Background: an optimization exercise with open tools, aiming at small area and a short achievable clock period. Do not read the settings as production practice. Function was checked by simulation only, so behaviour that the tests miss may differ from the original. Power and IR drop assume default switching activity.

==> job 1440: inputs <==
## mem_issue_queue
module mem_issue_queue (
    input  logic clk,
    input  logic reset,
    input  logic [1:0] i_ren_valid,
    input  logic [195:0] i_ren_entry,
    input  logic [3:0] i_ren_src_ready,
    input  logic [3:0] i_wb_valid,
    input  logic [3:0] i_wb_uses_rd,
    input  logic [23:0] i_wb_rd,
    input  logic i_recall,
    input  logic [5:0] i_new_front,
    input  logic [5:0] i_old_front,
    output logic o_stall,
    output logic [1:0] o_iss_valid,
    output logic [195:0] o_iss_entry
);
    localparam int EW = iq_pkg::ENTRY_W;
    localparam int N = iq_pkg::IQ_SIZE;
    logic [EW-1:0] e0;
    logic [EW-1:0] e1;
    assign e0 = i_ren_entry[EW-1:0];
    assign e1 = i_ren_entry[2*EW-1:EW];
    logic q0;
    logic q1;
    assign q0 = i_ren_valid[0] & (e0[11] | e0[10]);
    assign q1 = i_ren_valid[1] & (e1[11] | e1[10]);
    function automatic logic ge6(input logic [5:0] a, input logic [5:0] b);
        logic r;
        r = 1'b1;
        for (int k = 0; k < 6; k++) begin
            r = (a[k] & ~b[k]) | (~(a[k] ^ b[k]) & r);
        end
        ge6 = r;
    endfunction
    logic [3:0] back;
    logic [3:0] back1;
    logic [3:0] back2;
    logic [3:0] front;
    logic [3:0] front1;
    logic [3:0] front2;
    logic [3:0] cnt;
    logic c15;
    logic c14;
    logic acc;
    assign back1 = back + 4'd1;
    assign back2 = back + 4'd2;
    assign front1 = front + 4'd1;
    assign front2 = front + 4'd2;
    assign cnt = front - back;
    logic stall;
    assign stall = (c15 & (q0 | q1)) | (c14 & q0 & q1);
    assign acc = !stall && !i_recall;
    iq_stall u_stall (
        .i_ren_valid (i_ren_valid),
        .i_kind      ({e1[11], e1[10], e0[11], e0[10]}),
        .i_c15       (c15),
  ...
clock: 7.5 ns
lec_check: 0
cap_margin: 20
core_margin: 2
core_utilization: 40
setup_slack_margin: 3.8
slew_margin: 20
synth_hierarchical: 1
standard.sh (not shown) runs the stock make flow with config.mk's settings and CLKGATE_MAP_FILE= SYNTH_SCRIPT=/design/flow/synth_recipe.tcl, a recipe that flattens the netlist after the stock synthesis.
==> flow/flow/run.sh <==
#!/bin/bash
# The standard layout, with plain buffers (buf_2) on the ports instead of the
# delay cells buffer_ports picks on its own. make's output goes to make.log.
set -euo pipefail
bash standard.sh 'BUFFER_PORTS_ARGS=-buffer_cell sky130_fd_sc_hd__buf_2' finish > make.log 2>&1
==> inputs of job 6416, as changes to job 1440 <==
--- a/flow/design.v
+++ b/flow/design.v
@@ -182,26 +182,47 @@
         for (int i = 0; i < N; i++) begin
             rec_front = rec_front | ({4{start[i]}} & 4'(i));
         end
     end
     logic [N/2-1:0] rsel_e;
     logic [N/2-1:0] rsel_o;
     logic h0;
     logic h1;
-    assign h0 = valid[back] && rdy1[back] && rdy2[back] && !fl[back];
-    assign h1 = h0 && valid[back1] && rdy1[back1] && rdy2[back1] && !fl[back1];
     logic [N-1:0] bo;
-    logic [N-1:0] go;
-    logic [N-1:0] iss_clr;
     always_comb begin
         for (int k = 0; k < N / 2; k++) begin
             bo[2*k] = rsel_o[k] & !back[0];
             bo[2*k+1] = rsel_o[k] & back[0];
         end
+    end
+    logic [5:0] tag_b0;
+    logic [5:0] tag_b1;
+    logic inr_b0;
+    logic inr_b1;
+    always_comb begin
+        tag_b0 = '0;
+        tag_b1 = '0;
+        for (int i = 0; i < N; i++) begin
+            tag_b0 = tag_b0 | ({6{bo[i]}} & mem[i][5:0]);
+            tag_b1 = tag_b1 | ({6{bo[(i + N - 1) % N]}} & mem[i][5:0]);
+        end
+        if (wrap) begin
+            inr_b0 = ge6(tag_b0, i_new_front) || !ge6(tag_b0, i_old_front);
+            inr_b1 = ge6(tag_b1, i_new_front) || !ge6(tag_b1, i_old_front);
+        end else begin
+            inr_b0 = ge6(tag_b0, i_new_front) && !ge6(tag_b0, i_old_front);
+            inr_b1 = ge6(tag_b1, i_new_front) && !ge6(tag_b1, i_old_front);
+        end
+    end
+    assign h0 = valid[back] && rdy1[back] && rdy2[back] && !(i_recall && inr_b0);
+    assign h1 = h0 && valid[back1] && rdy1[back1] && rdy2[back1] && !(i_recall && inr_b1);
+    logic [N-1:0] go;
+    logic [N-1:0] iss_clr;
+    always_comb begin
         go = valid & rdy1 & rdy2 & ~fl;
         for (int i = 0; i < N; i++) begin
             iss_clr[i] = (bo[i] & go[i]) |
                          (bo[(i + N - 1) % N] & go[(i + N - 1) % N] & go[i]);
         end
     end
     always_ff @(posedge clk) begin
         for (int i = 0; i < N; i++) begin
CORE_UTILIZATION = 55   (was 40)
SETUP_SLACK_MARGIN = 4.0   (was 3.8)
==> inputs of job 355, as changes to job 1440 <==
==> flow/design.v (replaced) <==
package iq_pkg;
    localparam int IQ_SIZE = 16;
    localparam int IQ_PTR_W = $clog2(IQ_SIZE);
    localparam int AL_SIZE = 64;
    localparam int AL_TAG_W = $clog2(AL_SIZE);
    localparam int NUM_PR = 64;
    localparam int PR_W = $clog2(NUM_PR);
    localparam int ADDR_W = 32;
    localparam int NUM_LANES = 2;
    localparam int NUM_WB = 4;
    typedef logic [AL_TAG_W-1:0] al_tag_t;
    typedef logic [PR_W-1:0] pr_tag_t;
    typedef logic [IQ_PTR_W-1:0] iq_ptr_t;
    typedef logic [IQ_PTR_W:0] iq_count_t;
    typedef enum logic {
        MEM_READ,
        MEM_WRITE
    } mem_op_e;
    typedef enum logic [2:0] {
        W_BYTE  = 3'b000,
        W_HALF  = 3'b001,
        W_WORD  = 3'b010,
        W_UBYTE = 3'b100,
        W_UHALF = 3'b101
    } mem_width_e;
    typedef struct packed {
        logic [ADDR_W-1:0] pc;
        pr_tag_t rs1;
        pr_tag_t rs2;
        pr_tag_t rd;
        logic uses_rs1;
        logic uses_rs2;
        logic uses_rd;
        logic uses_imm;
        logic [31:0] imm;
        logic is_mem_access;
        logic accesses_csr;
        mem_op_e mem_op;
        mem_width_e width;
        al_tag_t al_addr;
    } iq_entry_t;
    localparam int ENTRY_W = ADDR_W + 3 * PR_W + 4 + 32 + 2 + 1 + 3 + AL_TAG_W;
endpackage
`timescale 1ns/1ps
module mem_issue_queue (
    input  logic clk,
    input  logic reset,
    input  logic [1:0] i_ren_valid,
    input  logic [195:0] i_ren_entry,
    input  logic [3:0] i_ren_src_ready,
    input  logic [3:0] i_wb_valid,
    input  logic [3:0] i_wb_uses_rd,
    input  logic [23:0] i_wb_rd,
    input  logic i_recall,
    input  logic [5:0] i_new_front,
    input  logic [5:0] i_old_front,
    output logic o_stall,
    output logic [1:0] o_iss_valid,
    output logic [195:0] o_iss_entry
);
    localparam int EW = iq_pkg::ENTRY_W;
    localparam int N = iq_pkg::IQ_SIZE;
    logic [EW-1:0] e0;
    logic [EW-1:0] e1;
    assign e0 = i_ren_entry[EW-1:0];
    assign e1 = i_ren_entry[2*EW-1:EW];
    logic q0;
    logic q1;
    assign q0 = i_ren_valid[0] & (e0[11] | e0[10]);
    assign q1 = i_ren_valid[1] & (e1[11] | e1[10]);
    logic [3:0] back;
    logic [3:0] back1;
    logic [3:0] front;
    logic [3:0] front1;
    logic [3:0] cnt;
    logic c15;
    logic c14;
    logic acc;
    assign back1 = back + 4'd1;
    assign front1 = front + 4'd1;
    assign cnt = front - back;
    assign c15 = cnt == 4'd15;
    assign c14 = cnt == 4'd14;
    assign o_stall = (c15 & (q0 | q1)) | (c14 & q0 & q1);
    assign acc = !o_stall && !i_recall;
    logic [3:0] wbv;
    assign wbv = i_wb_valid & i_wb_uses_rd;
    function automatic logic wb_hit(input logic [5:0] tag, input logic [3:0] v,
                                    input logic [23:0] rd);
        logic h;
        h = 1'b0;
        for (int k = 0; k < 4; k++) begin
            h = h | (v[k] && (rd[6*k +: 6] == tag));
        end
        wb_hit = h;
    endfunction
    logic [1:0] rin0;
    logic [1:0] rin1;
    assign rin0[0] = !e0[47] || i_ren_src_ready[0] || wb_hit(e0[65:60], wbv, i_wb_rd);
    assign rin0[1] = !e0[46] || i_ren_src_ready[1] || wb_hit(e0[59:54], wbv, i_wb_rd);
    assign rin1[0] = !e1[47] || i_ren_src_ready[2] || wb_hit(e1[65:60], wbv, i_wb_rd);
    assign rin1[1] = !e1[46] || i_ren_src_ready[3] || wb_hit(e1[59:54], wbv, i_wb_rd);
    logic sel_e0;
    logic sel_o0;
    logic [EW-1:0] d_e;
    logic [EW-1:0] d_o;
    logic [1:0] r_e;
    logic [1:0] r_o;
    assign sel_e0 = !front[0] & q0;
    assign sel_o0 = front[0] & q0;
    assign d_e = sel_e0 ? e0 : e1;
    assign d_o = sel_o0 ? e0 : e1;
    assign r_e = sel_e0 ? rin0 : rin1;
    assign r_o = sel_o0 ? rin0 : rin1;
    logic [EW-1:0] mem [N];
    logic [N-1:0] valid;
    logic [N-1:0] rdy1;
    logic [N-1:0] rdy2;
    logic [N-1:0] wen;
    logic [N-1:0] inr;
    logic [N-1:0] fl;
    logic [N-1:0] start;
    logic wrap;
    assign wrap = i_new_front > i_old_front;
    always_comb begin
        for (int i = 0; i < N; i++) begin
            wen[i] = (4'(i) == front) || ((4'(i) == front1) && !c15);
            if (wrap) begin
                inr[i] = (mem[i][5:0] >= i_new_front) || (mem[i][5:0] < i_old_front);
            end else begin
                inr[i] = (mem[i][5:0] >= i_new_front) && (mem[i][5:0] < i_old_front);
            end
            fl[i] = i_recall && valid[i] && inr[i];
        end
        for (int i = 0; i < N; i++) begin
            start[i] = fl[i] && !fl[(i + N - 1) % N];
        end
    end
    logic [3:0] rec_front;
    logic rec_any;
    always_comb begin
        rec_front = '0;
        for (int i = 0; i < N; i++) begin
            rec_front = rec_front | ({4{start[i]}} & 4'(i));
        end
        rec_any = |start;
    end
    logic h0;
    logic h1;
    assign h0 = valid[back] && rdy1[back] && rdy2[back] && !fl[back];
    assign h1 = h0 && valid[back1] && rdy1[back1] && rdy2[back1] && !fl[back1];
    always_ff @(posedge clk) begin
        for (int i = 0; i < N; i++) begin
            if (wen[i]) begin
                mem[i] <= i[0] ? d_o : d_e;
            end
        end
    end
    always_ff @(posedge clk) begin
        for (int i = 0; i < N; i++) begin
            if (wen[i]) begin
                {rdy2[i], rdy1[i]} <= i[0] ? r_o : r_e;
            end else begin
                if (wb_hit(mem[i][65:60], wbv, i_wb_rd)) rdy1[i] <= 1'b1;
                if (wb_hit(mem[i][59:54], wbv, i_wb_rd)) rdy2[i] <= 1'b1;
            end
        end
    end
    always_ff @(posedge clk) begin
        if (reset) begin
            valid <= '0;
            front <= '0;
            back <= '0;
            o_iss_valid <= '0;
        end else begin
            for (int i = 0; i < N; i++) begin
                valid[i] <= (valid[i] && !fl[i] &&
                             !(h0 && (4'(i) == back)) && !(h1 && (4'(i) == back1))) ||
                            (acc && (q0 || q1) && (4'(i) == front)) ||
                            (acc && q0 && q1 && (4'(i) == front1));
            end
            if (i_recall) begin
                if (rec_any) front <= rec_front;
            end else if (acc) begin
                front <= front + 4'(q0) + 4'(q1);
            end
            back <= back + 4'(h0) + 4'(h1);
            o_iss_valid <= {h1, h0};
        end
    end
    logic [7:0] rsel_e;
    logic [7:0] rsel_o;
    logic swp;
    logic [2:0] eidx;
    assign eidx = back[3:1] + 3'(back[0]);
    always_ff @(posedge clk) begin
        for (int k = 0; k < 8; k++) begin
            rsel_e[k] <= eidx == 3'(k);
            rsel_o[k] <= back[3:1] == 3'(k);
        end
        swp <= back[0];
    end
    logic [EW-1:0] rd_e;
    logic [EW-1:0] rd_o;
    always_comb begin
        rd_e = '0;
        rd_o = '0;
        for (int k = 0; k < 8; k++) begin
            rd_e = rd_e | ({EW{rsel_e[k]}} & mem[2*k]);
            rd_o = rd_o | ({EW{rsel_o[k]}} & mem[2*k+1]);
        end
    end
    assign o_iss_entry[EW-1:0] = swp ? rd_o : rd_e;
    assign o_iss_entry[2*EW-1:EW] = swp ? rd_e : rd_o;
endmodule
==> flow/run.sh (new file) <==
#!/bin/bash
# synth_recipe.tcl (not shown) runs the flow's synth.tcl, then flattens the netlist and writes it again
# the make line also repeats each setting of config.mk as NAME=value (left out here)
make -C /OpenROAD-flow-scripts/flow DESIGN_CONFIG=/design/flow/config.mk WORK_HOME=/design/flow/orfs CLKGATE_MAP_FILE= SYNTH_SCRIPT=/design/flow/synth_recipe.tcl finish
SYNTH_HIERARCHICAL = not set   (was 1)
removed: flow/flow/run.sh
removed: flow/standard.sh
==> run summary <==
Outcome: job 1440 no timing/DRC/antenna violations; job 6416 no timing/DRC/antenna violations; job 355 no timing/DRC/antenna violations
DR vias/cell: job 1440 6.13; job 6416 6.71; job 355 6.32
Power per standard cell area: job 1440 370 nW/um^2; job 6416 309 nW/um^2; job 355 240 nW/um^2
Largest stage delay on the critical path: job 1440 340 ps; job 6416 360 ps; job 355 440 ps
Clock buf count: job 1440 260; job 6416 266; job 355 216
Fillcell total: job 1440 18322; job 6416 11537; job 355 16274
Final instance area: job 1440 96600 sq um; job 6416 96100 sq um; job 355 102000 sq um
Number of antenna violations at the first check in global routing: job 1440 16; job 6416 10; job 355 7
Largest net degree at the start of global routing: job 1440 103; job 6416 103; job 355 100
Non-clock inverter total of the final layout: job 1440 48; job 6416 54; job 355 74
Met1 Usage GRT: job 1440 36.4%; job 6416 49.4%; job 355 38.7%
Switching share of power: job 1440 34.9%; job 6416 30.8%; job 355 29.1%
Fraction of post-synthesis cell area in the top cell type by area: job 1440 57.6%; job 6416 57.0%; job 355 60.7%
Startpoint of the worst-slack reg-to-reg timing path: job 1440 back[0]; job 6416 mem[3][3]; job 355 back[1]
WP data required: job 1440 8270 ps; job 6416 8240 ps; job 355 6000 ps
Compound-cell area share of the yosys netlist: job 1440 11.2%; job 6416 11.8%; job 355 11.3%
Sequential-to-total area share from yosys stat: job 1440 63.3%; job 6416 62.7%; job 355 61.8%
Worst min-delay path startpoint: job 1440 valid[4]; job 6416 valid[2]; job 355 front[0]
Worst ir drop on vdd: job 1440 447 uV; job 6416 315 uV; job 355 270 uV
CP max FO: job 1440 5; job 6416 6; job 355 3
Starting DRC count in detailed routing: job 1440 6362; job 6416 6802; job 355 7741
Dpl ws: job 1440 1660 ps; job 6416 1940 ps; job 355 1110 ps

what the ideal ports hide:
How much do the figures lean on ideal ports? The routed layouts below were timed once more, with nothing changed but the port constraints.
Step 1 assumes that a clkbuf_16 drives the clock port and a buf_2 every other input.
Step 2 adds t to the input delays and takes it off the output delays; t is the mean of the earliest and latest rising clock arrival at the registers after step 1. Input paths then give back, and output paths get back, about the clock's delay inside the block.
Three values: ideal ports, drivers, drivers and shift; two values: the first two.
| run | t (ns) | setup slack, ns | worst setup path at the end |
|---|---|---|---|
| job 1440 | 0.922 | 3.378 / 3.431 / 2.509 | input to register |
| job 6416 | 0.923 | 3.816 / 3.740 / 2.908 | input to register |
| job 355 | 0.909 | 3.303 / 3.264 / 2.497 | input to register |
After both steps setup and hold are still met in every run listed. For job 6416, which loses most, drivers alone change the setup slack by -0.076 ns; drivers and shift together by -0.908 ns.
